Source: an optimization exercise on an open RTL-to-GDS flow (aim: small area, a short achievable clock period and few clock cycles). Production flows keep margins and buffers that such runs may drop. The RTL was checked by simulation tests, not by an equivalence proof against the original design. No activity file was given, so power comes from the tool's default toggle rates.

$ cat flow/design.v
package bmcs_pkg;
   localparam int COORD_W    = 32;
   localparam int REQ_DATA_W = 6 * COORD_W;
   localparam int RSP_DATA_W = 88;
   localparam int T_W        = 17;
   localparam int ACC_W      = 70;
endpackage
import bmcs_pkg::*;
module bmcs_setup (
   input  logic                    clock,
   input  logic                    reset,
   input  logic                    req_tvalid,
   output logic                    req_tready,
   input  logic [REQ_DATA_W-1:0]   req_tdata,
   input  logic                    take,
   output logic                    full,
   output logic [64:0]             o_e3,
   output logic signed [ACC_W-1:0] o_e2,
   output logic signed [ACC_W-1:0] o_e1,
   output logic signed [ACC_W-1:0] o_e0,
   output logic [31:0]             o_p0x,
   output logic [31:0]             o_p0y,
   output logic [31:0]             o_p2x,
   output logic [31:0]             o_p2y,
   output logic [31:0]             o_qx,
   output logic [31:0]             o_qy,
   output logic                    o_z0
);
   logic        busy;
   logic [3:0]  cnt;
   logic [31:0] p0x, p0y, p2x, p2y, qx, qy;
   logic [31:0] op;
   logic [64:0] r1;
   logic signed [ACC_W-1:0] r2, r3, r4;
   logic        z0;
   assign req_tready = !busy && !full;
   wire accept = req_tvalid && req_tready;
   logic [31:0] da, db;
   logic signed [32:0] diff;
   logic [31:0] mag;
   always_comb begin
      unique case (cnt[2:1])
         2'd0:    begin da = cnt[0] ? p2y : p2x; db = cnt[0] ? p0y : p0x; end
         2'd1:    begin da = cnt[0] ? p0y : p0x; db = cnt[0] ? qy  : qx;  end
         default: begin da = cnt[0] ? p2y : p2x; db = cnt[0] ? qy  : qx;  end
      endcase
      diff = $signed({da[31], da}) - $signed({db[31], db});
      mag  = diff[32] ? 32'(-diff) : diff[31:0];
   end
   logic [63:0] sq;
   always_comb begin
      sq = '0;
      for (int i = 0; i < 32; i++) begin
         sq = sq + (op[i] ? (64'({op[31:0] >> (i + 1), 2'b01}) << (2 * i)) : 64'd0);
      end
   end
   logic signed [ACC_W-1:0] xv, yv, sum;
   logic sq_en, xneg, yneg;
   always_comb begin
      sq_en = 1'b0; xv = '0; yv = '0; xneg = 1'b0; yneg = 1'b0;
      unique case (cnt)
         4'd1:  begin sq_en = 1'b1; end
         4'd2:  begin sq_en = 1'b1; xv = ACC_W'(r1); end
         4'd3:  begin sq_en = 1'b1; end
         4'd4:  begin sq_en = 1'b1; xv = r2; end
         4'd5:  begin sq_en = 1'b1; yv = ACC_W'(r1); yneg = 1'b1; end
         4'd6:  begin sq_en = 1'b1; xv = r3; end
         4'd7:  begin xv = r3; yv = r2; yneg = 1'b1; end
         4'd8:  begin xv = r2 <<< 3; yv = r3 <<< 1; yneg = 1'b1; end
         4'd9:  begin xv = r3; yv = r3 <<< 1; end
         4'd10: begin xv = r2 <<< 3; xneg = 1'b1; end
         default: ;
      endcase
      sum = (sq_en ? ACC_W'(sq) : ACC_W'(0)) + (xv ^ {ACC_W{xneg}}) + (yv ^ {ACC_W{yneg}})
          + ACC_W'(xneg) + ACC_W'(yneg);
   end
   always_ff @(posedge clock) begin
      if (reset) begin
         busy <= 1'b0;
         full <= 1'b0;
         cnt  <= '0;
      end else begin
         if (accept) begin
            busy <= 1'b1;
            cnt  <= '0;
         end else if (busy) begin
            cnt <= cnt + 4'd1;
            if (cnt == 4'd10) begin
               busy <= 1'b0;
               full <= 1'b1;
            end
         end
         if (take) full <= 1'b0;
      end
   end
   always_ff @(posedge clock) begin
      if (accept) begin
         p0x <= req_tdata[0*32 +: 32];
         p0y <= req_tdata[1*32 +: 32];
         p2x <= req_tdata[2*32 +: 32];
         p2y <= req_tdata[3*32 +: 32];
         qx  <= req_tdata[4*32 +: 32];
         qy  <= req_tdata[5*32 +: 32];
      end
      if (busy) begin
         op <= mag;
         if (cnt == 4'd0) z0 <= (p0x == qx) && (p0y == qy);
         unique case (cnt)
            4'd1, 4'd2:        r1 <= sum[64:0];
            4'd3, 4'd4, 4'd10: r2 <= sum;
            4'd5, 4'd6, 4'd7, 4'd9: r3 <= sum;
            4'd8:              r4 <= sum;
            default: ;
         endcase
      end
   end
   assign o_e3  = r1;
   assign o_e2  = r3;
   assign o_e1  = r4;
   assign o_e0  = r2;
   assign o_p0x = p0x;
   assign o_p0y = p0y;
   assign o_p2x = p2x;
   assign o_p2y = p2y;
   assign o_qx  = qx;
   assign o_qy  = qy;
   assign o_z0  = z0;
endmodule
import bmcs_pkg::*;
module bmcs_bisect (
   input  logic                    clock,
   input  logic                    reset,
   input  logic                    s_full,
   output logic                    s_take,
   input  logic [64:0]             i_e3,
   input  logic signed [ACC_W-1:0] i_e2,
   input  logic signed [ACC_W-1:0] i_e1,
   input  logic signed [ACC_W-1:0] i_e0,
   input  logic [31:0]             i_p0x,
   input  logic [31:0]             i_p0y,
   input  logic [31:0]             i_p2x,
   input  logic [31:0]             i_p2y,
   input  logic [31:0]             i_qx,
   input  logic [31:0]             i_qy,
   input  logic                    i_z0,
   input  logic                    v_idle,
   output logic                    h_valid,
   output logic [64:0]             h_nx,
   output logic [64:0]             h_ny,
   output logic [31:0]             h_d,
   output logic [T_W-1:0]          h_t,
   output logic                    h_exact
);
   logic         busy, exact, z0;
   logic [3:0]   j;
   logic [15:2]  t0;
   logic [107:0] e0r;
   logic [114:0] e1r;
   logic [110:0] e2r;
   logic [103:0] e3r;
   logic [62:0]  nx0, ny0;
   logic [63:0]  nx1, ny1;
   logic [61:0]  nx2, ny2;
   logic [28:0]  d0;
   logic [30:0]  d1;
   wire is_round = busy && (j >= 4'd2);
   wire is_final = busy && (j == 4'd1);
   wire is_wait  = busy && (j == 4'd0);
   wire mask     = exact || is_wait;
   assign h_valid = busy && (j <= 4'd1) && v_idle;
   assign s_take  = s_full && (!busy || h_valid);
   logic [116:0] E0, E1, E2, E3, fm, s4, s5;
   assign E0 = {e0r, 9'd0};
   assign E1 = {e1r, 2'd0};
   assign E2 = {{2{e2r[110]}}, e2r, 4'd0};
   assign E3 = {7'd0, e3r, 6'd0};
   assign fm = E0 + E1 + E2 + E3;
   assign s4 = E1 + (E2 << 1) + (E3 << 1) + E3;
   assign s5 = E2 + (E3 << 1) + E3;
   wire fz   = (fm == '0);
   wire same = (fm[116] == E0[116]);
   logic mv;
   always_comb begin
      if (is_round)      mv = !exact && (fz || (!z0 && same));
      else if (is_final) mv = !exact;
      else               mv = 1'b0;
   end
   logic [65:0] NX0, NX1, NX2, NY0, NY1, NY2, ncx, ncy, nx1h, ny1h, nx1m, ny1m;
   assign NX0 = {{1{nx0[62]}}, nx0, 2'd0};
   assign NX1 = {nx1, 2'd0};
   assign NX2 = {{2{nx2[61]}}, nx2, 2'd0};
   assign NY0 = {{1{ny0[62]}}, ny0, 2'd0};
   assign NY1 = {ny1, 2'd0};
   assign NY2 = {{2{ny2[61]}}, ny2, 2'd0};
   assign ncx = NX0 + (mask ? 66'd0 : NX1) + (mask ? 66'd0 : NX2);
   assign ncy = NY0 + (mask ? 66'd0 : NY1) + (mask ? 66'd0 : NY2);
   assign nx1h = {NX1[65], NX1[65:1]};
   assign ny1h = {NY1[65], NY1[65:1]};
   assign nx1m = nx1h + NX2;
   assign ny1m = ny1h + NY2;
   logic [33:0] D0, D1, D2, dc, d1h, d1m;
   assign D0  = {2'd0, d0, 3'd0};
   assign D1  = {d1, 3'd0};
   assign D2  = -(34'd2 << (2 * j));
   assign dc  = D0 + (mask ? 34'd0 : D1) + (mask ? 34'd0 : D2);
   assign d1h = {D1[33], D1[33:1]};
   assign d1m = d1h + D2;
   assign h_nx    = ncx[64:0];
   assign h_ny    = ncy[64:0];
   assign h_d     = dc[31:0];
   assign h_t     = {1'b0, t0, !exact, 1'b0};
   assign h_exact = exact;
   wire [32:0] dqx = {i_qx[31], i_qx} - {i_p0x[31], i_p0x};
   wire [32:0] dqy = {i_qy[31], i_qy} - {i_p0y[31], i_p0y};
   wire [33:0] spx = 34'd0 - ({{2{i_p0x[31]}}, i_p0x} + {{2{i_p2x[31]}}, i_p2x});
   wire [33:0] spy = 34'd0 - ({{2{i_p0y[31]}}, i_p0y} + {{2{i_p2y[31]}}, i_p2y});
   always_ff @(posedge clock) begin
      if (reset) begin
         busy <= 1'b0;
      end else if (s_take) begin
         busy <= 1'b1;
      end else if (h_valid) begin
         busy <= 1'b0;
      end
   end
   always_ff @(posedge clock) begin
      if (s_take) begin
         j     <= 4'd15;
         exact <= 1'b0;
         z0    <= i_z0;
         t0    <= '0;
         e3r   <= {i_e3, 39'd0};
         e2r   <= {i_e2, 41'd0};
         e1r   <= {{2{i_e1[ACC_W-1]}}, i_e1, 43'd0};
         e0r   <= {{2{i_e0[ACC_W-1]}}, i_e0, 36'd0};
         nx0   <= {dqx, 30'd0};
         ny0   <= {dqy, 30'd0};
         nx1   <= {{2{i_p0x[31]}}, i_p0x, 30'd0};
         ny1   <= {{2{i_p0y[31]}}, i_p0y, 30'd0};
         nx2   <= {spx, 28'd0};
         ny2   <= {spy, 28'd0};
         d0    <= '0;
         d1    <= 31'h2000_0000;
      end else begin
         if (is_round) begin
            j <= j - 4'd1;
            if (fz || z0) exact <= 1'b1;
            if (mv) t0[j] <= 1'b1;
         end else if (is_final) begin
            j <= 4'd0;
         end
         e0r <= mv ? fm[116:9] : e0r;
         e1r <= mv ? {s4[116], s4[116:3]} : {e1r[114], e1r[114:1]};
         e2r <= mv ? s5[116:6] : {{2{e2r[110]}}, e2r[110:2]};
         e3r <= {3'd0, e3r[103:3]};
         nx0 <= mv ? ncx[64:2] : nx0;
         ny0 <= mv ? ncy[64:2] : ny0;
         nx1 <= mv ? nx1m[65:2] : nx1h[65:2];
         ny1 <= mv ? ny1m[65:2] : ny1h[65:2];
         nx2 <= NX2[65:4];
         ny2 <= NY2[65:4];
         d0  <= mv ? dc[31:3] : d0;
         d1  <= mv ? d1m[33:3] : d1h[33:3];
      end
   end
endmodule
module bmcs_divide (
   input  logic                  clock,
   input  logic                  reset,
   input  logic                  h_valid,
   input  logic [64:0]           h_nx,
   input  logic [64:0]           h_ny,
   input  logic [31:0]           h_d,
   input  logic [T_W-1:0]        h_t,
   input  logic                  h_exact,
   output logic                  v_idle,
   output logic                  rsp_tvalid,
   input  logic                  rsp_tready,
   output logic [RSP_DATA_W-1:0] rsp_tdata
);
   localparam logic [2:0] V_IDLE = 3'd0, V_PREP = 3'd1, V_STEP = 3'd2, V_FMT = 3'd3,
                          V_OUT = 3'd4;
   logic [2:0]  st;
   logic [3:0]  cnt;
   logic [32:0] rx, ry, sx, sy;
   logic        negx, negy, ovfx, ovfy, satx, saty;
   logic [28:0] dv;
   logic        dz;
   logic [T_W-1:0] t;
   logic        exact;
   assign v_idle     = (st == V_IDLE);
   assign rsp_tvalid = (st == V_OUT);
   assign rsp_tdata  = {5'd0, satx | saty, exact, sy[31:0], sx[31:0], t};
   wire [32:0] Y  = dz ? 33'd2 : {dv, 4'd0};
   wire [31:0] Dp = dz ? 32'd1 : {dv, 3'd0};
   wire [65:0] Nx = {rx, sx};
   wire [65:0] Ny = {ry, sy};
   wire [65:0] Xx = {(Nx[64:0] ^ {65{Nx[65]}}), 1'b0} + {64'd0, Nx[65], 1'b0} + {34'd0, Dp};
   wire [65:0] Xy = {(Ny[64:0] ^ {65{Ny[65]}}), 1'b0} + {64'd0, Ny[65], 1'b0} + {34'd0, Dp};
   function automatic logic [65:0] step3(input logic [32:0] r, input logic [32:0] s,
                                         input logic [32:0] y);
      logic [32:0] rr, ss, r2;
      rr = r;
      ss = s;
      for (int k = 0; k < 3; k++) begin
         r2 = {rr[31:0], ss[32]};
         ss = {ss[31:0], 1'b0};
         if (r2 >= y) begin
            rr = r2 - y;
            ss[0] = 1'b1;
         end else begin
            rr = r2;
         end
      end
      step3 = {rr, ss};
   endfunction
   wire [65:0] stx = step3(rx, sx, Y);
   wire [65:0] sty = step3(ry, sy, Y);
   function automatic logic [32:0] fmt(input logic [32:0] q, input logic neg, input logic ovf);
      logic [31:0] m;
      logic        sat;
      if (ovf || q[32]) begin
         sat = 1'b1;
         m   = neg ? 32'h8000_0000 : 32'h7fff_ffff;
      end else if (neg) begin
         sat = q[31] && (|q[30:0]);
         m   = q[31] ? 32'h8000_0000 : 32'(-q[31:0]);
      end else begin
         sat = q[31];
         m   = q[31] ? 32'h7fff_ffff : q[31:0];
      end
      fmt = {sat, m};
   endfunction
   wire [32:0] fx = fmt(sx, negx, ovfx);
   wire [32:0] fy = fmt(sy, negy, ovfy);
   always_ff @(posedge clock) begin
      if (reset) begin
         st <= V_IDLE;
      end else begin
         unique case (st)
            V_IDLE: if (h_valid) st <= V_PREP;
            V_PREP: st <= V_STEP;
            V_STEP: if (cnt == 4'd10) st <= V_FMT;
            V_FMT:  st <= V_OUT;
            V_OUT:  if (rsp_tready) st <= V_IDLE;
            default: st <= V_IDLE;
         endcase
      end
   end
   always_ff @(posedge clock) begin
      unique case (st)
         V_IDLE: begin
            if (h_valid) begin
               {rx, sx} <= {h_nx[64], h_nx};
               {ry, sy} <= {h_ny[64], h_ny};
               dv       <= h_d[31:3];
               dz       <= (h_d == 32'd0);
               t        <= h_t;
               exact    <= h_exact;
            end
         end
         V_PREP: begin
            negx     <= Nx[65];
            negy     <= Ny[65];
            {rx, sx} <= Xx;
            {ry, sy} <= Xy;
            cnt      <= '0;
         end
         V_STEP: begin
            if (cnt == 4'd0) begin
               ovfx <= (rx >= Y);
               ovfy <= (ry >= Y);
            end
            {rx, sx} <= stx;
            {ry, sy} <= sty;
            cnt      <= cnt + 4'd1;
         end
         V_FMT: begin
            satx     <= fx[32];
            sx[31:0] <= fx[31:0];
            saty     <= fy[32];
            sy[31:0] <= fy[31:0];
         end
         default: ;
      endcase
   end
endmodule
import bmcs_pkg::*;
module bezier_middle_control_solver (
   input  logic                  clock,
   input  logic                  reset,
   input  logic                  req_tvalid,
   output logic                  req_tready,
   input  logic [REQ_DATA_W-1:0] req_tdata,
   output logic                  rsp_tvalid,
   input  logic                  rsp_tready,
   output logic [RSP_DATA_W-1:0] rsp_tdata
);
   logic                    s_full, s_take, z0;
   logic [64:0]             e3;
   logic signed [ACC_W-1:0] e2, e1, e0;
   logic [31:0]             p0x, p0y, p2x, p2y, qx, qy;
   logic                    v_idle, h_valid, h_exact;
   logic [64:0]             h_nx, h_ny;
   logic [31:0]             h_d;
   logic [T_W-1:0]          h_t;
   bmcs_setup u_setup (
      .clock      (clock),
      .reset      (reset),
      .req_tvalid (req_tvalid),
      .req_tready (req_tready),
      .req_tdata  (req_tdata),
      .take       (s_take),
      .full       (s_full),
      .o_e3       (e3),
      .o_e2       (e2),
      .o_e1       (e1),
      .o_e0       (e0),
      .o_p0x      (p0x),
      .o_p0y      (p0y),
      .o_p2x      (p2x),
      .o_p2y      (p2y),
      .o_qx       (qx),
      .o_qy       (qy),
      .o_z0       (z0)
   );
   bmcs_bisect u_bisect (
      .clock   (clock),
      .reset   (reset),
      .s_full  (s_full),
      .s_take  (s_take),
      .i_e3    (e3),
      .i_e2    (e2),
      .i_e1    (e1),
      .i_e0    (e0),
      .i_p0x   (p0x),
      .i_p0y   (p0y),
      .i_p2x   (p2x),
      .i_p2y   (p2y),
      .i_qx    (qx),
      .i_qy    (qy),
      .i_z0    (z0),
      .v_idle  (v_idle),
      .h_valid (h_valid),
      .h_nx    (h_nx),
      .h_ny    (h_ny),
      .h_d     (h_d),
      .h_t     (h_t),
      .h_exact (h_exact)
   );
   bmcs_divide u_divide (
      .clock      (clock),
      .reset      (reset),
      .h_valid    (h_valid),
      .h_nx       (h_nx),
      .h_ny       (h_ny),
      .h_d        (h_d),
      .h_t        (h_t),
      .h_exact    (h_exact),
      .v_idle     (v_idle),
      .rsp_tvalid (rsp_tvalid),
      .rsp_tready (rsp_tready),
      .rsp_tdata  (rsp_tdata)
   );
endmodule
$ cat flow/run.sh
#!/bin/bash
# synth_recipe.tcl (not shown) runs the flow's synth.tcl, then flattens the netlist and writes it again
# the make line also repeats each setting of config.mk as NAME=value (left out here)
make -C /OpenROAD-flow-scripts/flow DESIGN_CONFIG=/design/flow/config.mk WORK_HOME=/design/flow/orfs CLKGATE_MAP_FILE= SYNTH_SCRIPT=/design/flow/synth_recipe.tcl finish
$ cat flow/config.mk
export PLATFORM = sky130hd
export DESIGN_NAME = bezier_middle_control_solver
export DESIGN_NICKNAME = bezier_middle_control_solver
export VERILOG_FILES = /design/flow/design.v
export SDC_FILE = /design/flow/constraint.sdc
export NUM_CORES = 8
export LEC_CHECK = 0
export CAP_MARGIN = 40
export CORE_MARGIN = 2
export CORE_UTILIZATION = 40
export SLEW_MARGIN = 40
$ cat flow/constraint.sdc
create_clock -name core_clock -period 15.0 [get_ports {clock}]
set_input_delay 3.0000 -clock core_clock [delete_from_list [all_inputs] [get_ports {clock}]]
set_output_delay 3.0000 -clock core_clock [all_outputs]
set_load 0.01 [all_outputs]
==> results.txt <==
status=timing/DRC/antenna clean; cell area power density=212 mW/mm²; EDFF count, synth=833; Main synth FF type=edfxtp_1; slowest CP cell=edfxtp_1; CTS buffer count=slightly above 200; Starting Density=approximately two fifths; Die W=around 650 µm; Congestion Overflow GR=0; Int Power=a little under 20000 µW; RSZ-0062 raised after global routing=false; worst relative slew slack=34.8%; fraction of layout cells with a size suffix above 1=4.42%; Placer Congestion=just under 1; clock transition at the registers of the reported paths=~0.060 ns; Final Core Density=43.8%; area delta synth->final=9.03%; Hold Path Class=reg2reg; crit path launch type=register; crit end category=register; Clock Path Buffers=4; initial antenna violation count=29; area share of the largest cell type after synthesis=14.8%; cell area after synthesis=0.169 mm²; Yosys warnings=3; Worst EP arrival=roughly 12 ns; CTS tree=done; Routed WL=between 500000 and 600000 µm; Final HPWL DP=468000 µm; top cells by count, synth=2650 x nand2_1, 1793 x a21oi_1, 1564 x ha_1; Sink Count=roughly 1600; top post-synthesis cells by area=edfxtp_1 15%, fa_1 12%, ha_1 12%; post-CTS sizing=0; Final Max Slew Viols=0; Seq cells post-synth=roughly 1600; Net Sw Frac=49.3%; Seq/Total Area, Yosys=23.8%; Via Count=148701; number of I/O port buffers=278; largest net degree at the start of global routing=187; crit-path max cell delay=approximately 0.70 ns; Critical Path RT=15.73 ns; first-pass GRT wire length=893000 µm; number of hold buffers added after CTS=0; Gate Count Post-Synth=roughly 20000; Cell Rows=238; synth unique cells=102; async set-reset flop share out of synthesis=0%; critical path class=reg2reg; maximum clock frequency=between 0.08 and 0.09 GHz; drt pass-1 iters=11; Worst-Skew Late Latency=1.00 ns; Die H=654 µm; sw power=19200 µW; Final nets=22450; routed vias/inst=a little under 6; clock skew=between 0.15 and 0.2 ns; final hold vios=0; Lkg Pwr=0.0824 µW; Min Clock Period, post-route=11.39 ns; Critical Path Fanout Max=19; wire per inst=23.2 µm; post-CTS setup buffers=0; Tot Pwr=around 39000 µW; Worst VDD drop=0.834 mV; # setup viols final=0; clk root buf=clkbuf_16; setup total negative slack=0 ns; Final period util=~76%; pre-CTS setup slack=3.78 ns; count leader, synth=nand2_1; worst-margin pin slew=0.977 ns; vias in the first global route=142625; Fillers=41751; Crit path top cell by count=ha_1; Clk pwr share=about an eighth; GRT Total Usage=26.9%; Max-Cap Viols=0; initial DRC count=15434; post-route ant nets=0; Comb power frac=72.2%; die area=0.428 mm²; num ports=286; htree depth=4; area leader, netlist=edfxtp_1; Core ar.=0.421 mm²; drt drc=0; synthesized area per cell=roughly 8.5 µm²; worst setup margin=3.61 ns; Flop pwr share=approximately 14%
## logic make-up (layout without fill, tap and decap cells)
family	count (synthesis)	in the layout	synth area share [%]
AND/OR/NAND/NOR	6151	6151	16.8
AO/OA/AOI/OAI	5502	5502	20.8
adder cells (fa/ha/maj)	2591	2591	23.7
buffers and inverters	2398	2339	5.58
flip-flops	1594	1594	23.8
XOR/XNOR	1413	1413	7.32
multiplexers	239	239	1.91
other	1	15	0.00222
## stage by stage
step | area, µm² | hold slack (ns) | instances
after floorplan | 169000 | 0.400 | 19895
after global placement | 177000 | 0.415 | 25084
after detailed placement | 177000 | 0.411 | 25093
after CTS | 184000 | 0.426 | 25470
after global routing | 184000 | 0.443 | 25477
final | 184000 | 0.429 | 25484
## registers in the layout, summed over array words and instances (netlist names), 33 cells and up
signal	cells
u_bisect.e1r	115
u_bisect.e2r	111
u_bisect.e0r	108
u_bisect.e3r	104
u_setup.r2	70
u_setup.r3	70
u_setup.r4	70
u_setup.r1	65
u_bisect.nx1	64
u_bisect.ny1	64
u_bisect.nx0	63
u_bisect.ny0	63
u_bisect.nx2	62
u_bisect.ny2	62
u_divide.rx	33
u_divide.ry	33
u_divide.sx	33
u_divide.sy	33
## cell type report
type	instances	area [µm²]	share of cell area, %
multi-input combinational	15903	120000	65.0
tap	5640	7060	3.83
inverter	1445	5430	2.95
antenna	8	20.0	0.0109
sequential	1594	40300	21.8
clock inverter	111	1330	0.719
clock buffer	266	5570	3.02
timing repair buffer	517	4860	2.63
## power by group through the flow
stage | sequential, µW | combinational [µW] | clock, µW
4_1_cts | 5640 | 28100 | 5290
3_3_place_gp | 5730 | 27600 | 0
5_1_grt | 5670 | 31800 | 5440
2_1_floorplan | 5580 | 20500 | 0
3_5_place_dp | 5730 | 27800 | 0
6_report | 5650 | 28200 | 5190
## per-layer routing
metal	share of wire [%]	GRT usage, %
met5	0.015	0
met4	3.6	8.60
met3	8.6	4.33
met2	42	40.0
met1	46	39.5
## critical path, delay by kind of cell (launching register included)
family                     cells  cell delay (ns)
AOI/OAI and AO/OA             19             5.08
adders and majority gates      9             3.36
and+or+nand+nor                6             0.89
buffers and inverters          4             0.76
DFF                            1             0.70
xor gates and xnor gates       2             0.37
## cell usage in the layout (no fill, tap or decap), types with 232 or more instances in the layout
master	n
nand3_1	367
nor3_1	284
inv_1	1439
a21o_1	799
nand4_1	232
nand2_1	2644
fa_1	1027
edfxtp_1	833
o21ai_0	888
a21oi_1	1789
ha_1	1564
and2_1	415
nor2_1	1169
clkdlybuf4s50_1	278
xor2_1	512
o21bai_1	235
a31oi_1	356
xnor2_1	893
dfxtp_1	759
## final timing paths
kind / startpoint / end / slack [ns] / cells after the start
worst min-delay path: u_setup.z0$_DFFE_PP_ / u_bisect.z0$_DFFE_PP_ / 0.43 / 0
worst min register to register: u_setup.z0$_DFFE_PP_ / u_bisect.z0$_DFFE_PP_ / 0.43 / 0
worst max-delay path: u_setup.op[6]$_DFFE_PP_ / u_setup.r4[67]$_DFFE_PP_ / 3.61 / 40
worst max register to register: u_setup.op[6]$_DFFE_PP_ / u_setup.r4[67]$_DFFE_PP_ / 3.61 / 40
Testbench counts, summed over its fixed seeds: cycles 5,976.

what the ideal ports hide:
Ports are ideal in the flow. The routed layout listed here was re-timed in OpenROAD. Step 1, drivers: a clkbuf_16 drives clock and a buf_2 each remaining input, both assumed. Step 2 adds t to the input delays and takes it off the output delays; t is the mean of the earliest and latest rising clock arrival at the registers after step 1. Input paths then give back, and output paths get back, about the clock's delay inside the block. a / b / c = ideal / step 1 / step 2; a / b = the first two.
shift t [ns]: 1.034
setup WS [ns]: 3.613 / 3.613 / 3.613
worst setup path after step 2: register to register
latest minus earliest clock arrival (ns): 0.158 / 0.157
After both steps this run still meets setup and hold. The setup slack of this run moves by 0.000 ns with the drivers and by 0.000 ns with both steps.
